Source: an optimization exercise on an open RTL-to-GDS flow (aim: a short achievable clock period). Production flows keep margins and buffers that such runs may drop.
Only simulation tests tie the RTL to the original design; equivalence was not proved.
The flow treats the clock pin as an ideal source. Dropping or thinning the clock tree relies on that and would not hold on a real chip.
Power figures rest on the tool's default switching activity, not on a simulated workload.

==> cedar <==
// mc_fifo
module mc_fifo #(
    parameter int NUM_CHANNELS      = 4,
    parameter int BUFFER_SIZE       = 16,
    parameter int DATA_WIDTH        = 32,
    parameter int ALMOST_FULL_LEVEL = 14,
    localparam int LEVEL_WIDTH      = $clog2(BUFFER_SIZE + 1)
) (
    input  logic                                clock,
    input  logic                                rst_n,
    input  logic [NUM_CHANNELS*DATA_WIDTH-1:0]  data_in,
    input  logic [NUM_CHANNELS-1:0]             data_in_valid,
    output logic [NUM_CHANNELS-1:0]             data_in_full,
    output logic [NUM_CHANNELS-1:0]             data_in_almost_full,
    output logic [NUM_CHANNELS*DATA_WIDTH-1:0]  data_out,
    output logic [NUM_CHANNELS-1:0]             data_out_valid,
    input  logic [NUM_CHANNELS-1:0]             data_out_ack,
    input  logic [NUM_CHANNELS-1:0]             flush,
    output logic [NUM_CHANNELS*LEVEL_WIDTH-1:0] level,
    output logic [NUM_CHANNELS-1:0]             overflow
);
    localparam logic [LEVEL_WIDTH-1:0] LVL_FULL = LEVEL_WIDTH'(BUFFER_SIZE);
    localparam logic [LEVEL_WIDTH-1:0] LVL_AF   = LEVEL_WIDTH'(ALMOST_FULL_LEVEL);
    localparam logic [LEVEL_WIDTH-1:0] LVL_ONE  = LEVEL_WIDTH'(1);
    for (genvar c = 0; c < NUM_CHANNELS; c++) begin : g_ch
        logic [BUFFER_SIZE*DATA_WIDTH-1:0] mem;
        logic [DATA_WIDTH-1:0]  din;
        logic [LEVEL_WIDTH-1:0] lvl_q;
        logic [LEVEL_WIDTH-1:0] lvl_p1;
        logic [LEVEL_WIDTH-1:0] lvl_m1;
        logic [BUFFER_SIZE:0]   oh_q;      
        logic                   full_q;
        logic                   afull_q;
        logic                   valid_q;
        logic                   ovf_q;
        assign din = data_in[c*DATA_WIDTH +: DATA_WIDTH];
        logic [3:0]                   up_c;     
        logic [3:0]                   dn_c;     
        logic [4*(BUFFER_SIZE+1)-1:0] oh_c;     
        logic [4*LEVEL_WIDTH-1:0]     lvl_c;
        logic [3:0]                   full_c;
        logic [3:0]                   afull_c;
  ...
==> flow/config.mk <==
export PLATFORM = sky130hd
export DESIGN_NAME = mc_fifo
export DESIGN_NICKNAME = mc_fifo
export VERILOG_FILES = /design/flow/design.v
export SDC_FILE = /design/flow/constraint.sdc
export NUM_CORES = 4
export LEC_CHECK = 0
export ABC_CLOCK_PERIOD_IN_PS = 1500
export CAP_MARGIN = 20
export CORE_MARGIN = 2
export CORE_UTILIZATION = 55
export SETUP_SLACK_MARGIN = 2.8
export SLEW_MARGIN = 20
==> flow/constraint.sdc <==
create_clock -name core_clock -period 4.3 [get_ports {clock}]
set_input_delay 0.8600 -clock core_clock [delete_from_list [all_inputs] [get_ports {clock}]]
set_output_delay 0.8600 -clock core_clock [all_outputs]
set_load 0.01 [all_outputs]
standard.sh (not shown) runs the stock make flow with config.mk's settings and CLKGATE_MAP_FILE= SYNTH_SCRIPT=/design/flow/synth_recipe.tcl, a recipe that flattens the netlist after the stock synthesis.
==> flow/flow/run.sh <==
#!/bin/bash
# Standard ORFS layout with two additions:
#  - flow/io.tcl: each channel's ports on one edge of the die, data_in and
#    data_out bits interleaved;
#  - flow/post_cts.tcl (after CTS): the top of the clock tree rebuilt as four
#    inverters fed by the clock port.
# make's output goes to make.log; each ORFS step writes its own log under
# orfs/logs/.
set -euo pipefail
W=$(pwd)
bash standard.sh \
  "IO_CONSTRAINTS=$W/flow/io.tcl" \
  "PLACE_PINS_ARGS=-min_distance 5" \
  "CTS_ARGS=-sink_clustering_enable -repair_clock_nets -sink_clustering_size 20 -sink_clustering_max_diameter 100" \
  SKIP_CTS_REPAIR_TIMING=1 \
  "POST_CTS_TCL=$W/flow/post_cts.tcl" \
  finish > make.log 2>&1
==> flow/flow/io.tcl <==
# Pin placement: each channel's ports share one edge of the die, data_in and
# data_out bits interleaved and the control ports in the middle, so the
# head register of each bit can sit next to both of its pins.
set_io_pin_constraint -region left:* -group -order -pin_names {{data_in[0]} {data_out[0]} {data_in[1]} {data_out[1]} {data_in[2]} {data_out[2]} {data_in[3]} {data_out[3]} {data_in[4]} {data_out[4]} {data_in[5]} {data_out[5]} {data_in[6]} {data_out[6]} {data_in[7]} {data_out[7]} {data_in[8]} {data_out[8]} {data_in[9]} {data_out[9]} {data_in[10]} {data_out[10]} {data_in[11]} {data_out[11]} {data_in[12]} {data_out[12]} {data_in[13]} {data_out[13]} {data_in[14]} {data_out[14]} {data_in[15]} {data_out[15]} {data_in_valid[0]} {data_out_ack[0]} {flush[0]} {data_in_full[0]} {data_in_almost_full[0]} {data_out_valid[0]} {overflow[0]} {level[0]} {level[1]} {level[2]} {level[3]} {level[4]} {clock} {rst_n} {data_in[16]} {data_out[16]} {data_in[17]} {data_out[17]} {data_in[18]} {data_out[18]} {data_in[19]} {data_out[19]} {data_in[20]} {data_out[20]} {data_in[21]} {data_out[21]} {data_in[22]} {data_out[22]} {data_in[23]} {data_out[23]} {data_in[24]} {data_out[24]} {data_in[25]} {data_out[25]} {data_in[26]} {data_out[26]} {data_in[27]} {data_out[27]} {data_in[28]} {data_out[28]} {data_in[29]} {data_out[29]} {data_in[30]} {data_out[30]} {data_in[31]} {data_out[31]}}
set_io_pin_constraint -region top:* -group -order -pin_names {{data_in[32]} {data_out[32]} {data_in[33]} {data_out[33]} {data_in[34]} {data_out[34]} {data_in[35]} {data_out[35]} {data_in[36]} {data_out[36]} {data_in[37]} {data_out[37]} {data_in[38]} {data_out[38]} {data_in[39]} {data_out[39]} {data_in[40]} {data_out[40]} {data_in[41]} {data_out[41]} {data_in[42]} {data_out[42]} {data_in[43]} {data_out[43]} {data_in[44]} {data_out[44]} {data_in[45]} {data_out[45]} {data_in[46]} {data_out[46]} {data_in[47]} {data_out[47]} {data_in_valid[1]} {data_out_ack[1]} {flush[1]} {data_in_full[1]} {data_in_almost_full[1]} {data_out_valid[1]} {overflow[1]} {level[5]} {level[6]} {level[7]} {level[8]} {level[9]} {data_in[48]} {data_out[48]} {data_in[49]} {data_out[49]} {data_in[50]} {data_out[50]} {data_in[51]} {data_out[51]} {data_in[52]} {data_out[52]} {data_in[53]} {data_out[53]} {data_in[54]} {data_out[54]} {data_in[55]} {data_out[55]} {data_in[56]} {data_out[56]} {data_in[57]} {data_out[57]} {data_in[58]} {data_out[58]} {data_in[59]} {data_out[59]} {data_in[60]} {data_out[60]} {data_in[61]} {data_out[61]} {data_in[62]} {data_out[62]} {data_in[63]} {data_out[63]}}
set_io_pin_constraint -region right:* -group -order -pin_names {{data_in[64]} {data_out[64]} {data_in[65]} {data_out[65]} {data_in[66]} {data_out[66]} {data_in[67]} {data_out[67]} {data_in[68]} {data_out[68]} {data_in[69]} {data_out[69]} {data_in[70]} {data_out[70]} {data_in[71]} {data_out[71]} {data_in[72]} {data_out[72]} {data_in[73]} {data_out[73]} {data_in[74]} {data_out[74]} {data_in[75]} {data_out[75]} {data_in[76]} {data_out[76]} {data_in[77]} {data_out[77]} {data_in[78]} {data_out[78]} {data_in[79]} {data_out[79]} {data_in_valid[2]} {data_out_ack[2]} {flush[2]} {data_in_full[2]} {data_in_almost_full[2]} {data_out_valid[2]} {overflow[2]} {level[10]} {level[11]} {level[12]} {level[13]} {level[14]} {data_in[80]} {data_out[80]} {data_in[81]} {data_out[81]} {data_in[82]} {data_out[82]} {data_in[83]} {data_out[83]} {data_in[84]} {data_out[84]} {data_in[85]} {data_out[85]} {data_in[86]} {data_out[86]} {data_in[87]} {data_out[87]} {data_in[88]} {data_out[88]} {data_in[89]} {data_out[89]} {data_in[90]} {data_out[90]} {data_in[91]} {data_out[91]} {data_in[92]} {data_out[92]} {data_in[93]} {data_out[93]} {data_in[94]} {data_out[94]} {data_in[95]} {data_out[95]}}
set_io_pin_constraint -region bottom:* -group -order -pin_names {{data_in[96]} {data_out[96]} {data_in[97]} {data_out[97]} {data_in[98]} {data_out[98]} {data_in[99]} {data_out[99]} {data_in[100]} {data_out[100]} {data_in[101]} {data_out[101]} {data_in[102]} {data_out[102]} {data_in[103]} {data_out[103]} {data_in[104]} {data_out[104]} {data_in[105]} {data_out[105]} {data_in[106]} {data_out[106]} {data_in[107]} {data_out[107]} {data_in[108]} {data_out[108]} {data_in[109]} {data_out[109]} {data_in[110]} {data_out[110]} {data_in[111]} {data_out[111]} {data_in_valid[3]} {data_out_ack[3]} {flush[3]} {data_in_full[3]} {data_in_almost_full[3]} {data_out_valid[3]} {overflow[3]} {level[15]} {level[16]} {level[17]} {level[18]} {level[19]} {data_in[112]} {data_out[112]} {data_in[113]} {data_out[113]} {data_in[114]} {data_out[114]} {data_in[115]} {data_out[115]} {data_in[116]} {data_out[116]} {data_in[117]} {data_out[117]} {data_in[118]} {data_out[118]} {data_in[119]} {data_out[119]} {data_in[120]} {data_out[120]} {data_in[121]} {data_out[121]} {data_in[122]} {data_out[122]} {data_in[123]} {data_out[123]} {data_in[124]} {data_out[124]} {data_in[125]} {data_out[125]} {data_in[126]} {data_out[126]} {data_in[127]} {data_out[127]}}
Other scripts of this flow, unchanged in this note and not shown: flow/flow/post_cts.tcl, flow/flow/rework.tcl
==> pepper: changes against cedar <==
==> flow/flow/run.sh (replaced) <==
#!/bin/bash
# Standard ORFS layout, except that after CTS the top of the clock tree is
# rebuilt (flow/post_cts.tcl). make's output goes to make.log; each ORFS step
# writes its own log under orfs/logs/.
set -euo pipefail
W=$(pwd)
bash standard.sh \
  "CTS_ARGS=-sink_clustering_enable -repair_clock_nets -sink_clustering_size 20 -sink_clustering_max_diameter 100" \
  SKIP_CTS_REPAIR_TIMING=1 \
  "POST_CTS_TCL=$W/flow/post_cts.tcl" \
  finish > make.log 2>&1
removed: flow/flow/io.tcl
==> reports/qor.log <==
INFO  finish         fillers=12700
INFO  worst_setup_path crit_path_max_incr_delay=0.48ns
INFO  run_status     status=no timing/DRC/antenna violations
INFO  finish         finalNetCount=7040
INFO  detailed_routing postRouteWirelength=245000microns
INFO  pwr            vdd.ir_drop.worst=0.486mV
INFO  pwr            p_per_area=419mW/mm^2
INFO  detailed_routing met2_wirelength=120000microns
INFO  global_routing grt_first_pass_wirelength=361000microns
INFO  global_routing grt_util_all_layers=25.8%
INFO  global_routing initial_antenna_violation_count=4
INFO  pwr            pwr-share-comb=12.7%
INFO  finish         final_area=0.117sqmm
INFO  global_routing grt_use_met2=42.6%
INFO  pwr            sequentialPowerShare=56.8%
INFO  worst_setup_path r2r-start=g_ch[2].oh_q[0]
# the run above: pepper

==> reports/qor.log <==
INFO  run_status     status=no timing/DRC/antenna violations
INFO  detailed_routing postRouteWirelength=231000microns
INFO  worst_setup_path r2r-start=g_ch[0].lvl_q[0]
INFO  global_routing grt_first_pass_wirelength=350000microns
INFO  finish         final_area=0.115sqmm
INFO  global_routing grt_util_all_layers=24.7%
INFO  detailed_routing met2_wirelength=112000microns
INFO  worst_setup_path crit_path_max_incr_delay=0.46ns
INFO  global_routing initial_antenna_violation_count=0
INFO  pwr            pwr-share-comb=12.1%
INFO  finish         fillers=12900
# the run above: cedar

==> re-timing with driven ports <==
Ports are ideal in the flow. The routed layouts listed here were re-timed in OpenROAD.
Step 1 (the two cells are an assumption about what drives the block):
set clk [get_ports {clock}]
set_driving_cell -lib_cell sky130_fd_sc_hd__clkbuf_16 $clk
set_driving_cell -lib_cell sky130_fd_sc_hd__buf_2 [delete_from_list [all_inputs] $clk]
Step 2 adds t to the input delays and takes it off the output delays; t is the mean of the earliest and latest rising clock arrival at the registers after step 1. Input paths then give back, and output paths get back, about the clock's delay inside the block.
a / b / c = ideal ports / drivers / drivers and shift; a / b = the first two.
run	shift t [ns]	setup slack, ns	worst setup path at the end	worst register clock-pin slew, ns
cedar	0.672	2.414 / 2.128 / 2.051	input to register	0.10 / 0.10
pepper	0.703	2.414 / 2.109 / 1.933	input to register	0.10 / 0.10
After both steps every run listed still meets setup and hold. For pepper, which loses most, drivers alone change the setup slack by -0.305 ns; drivers and shift together by -0.481 ns.
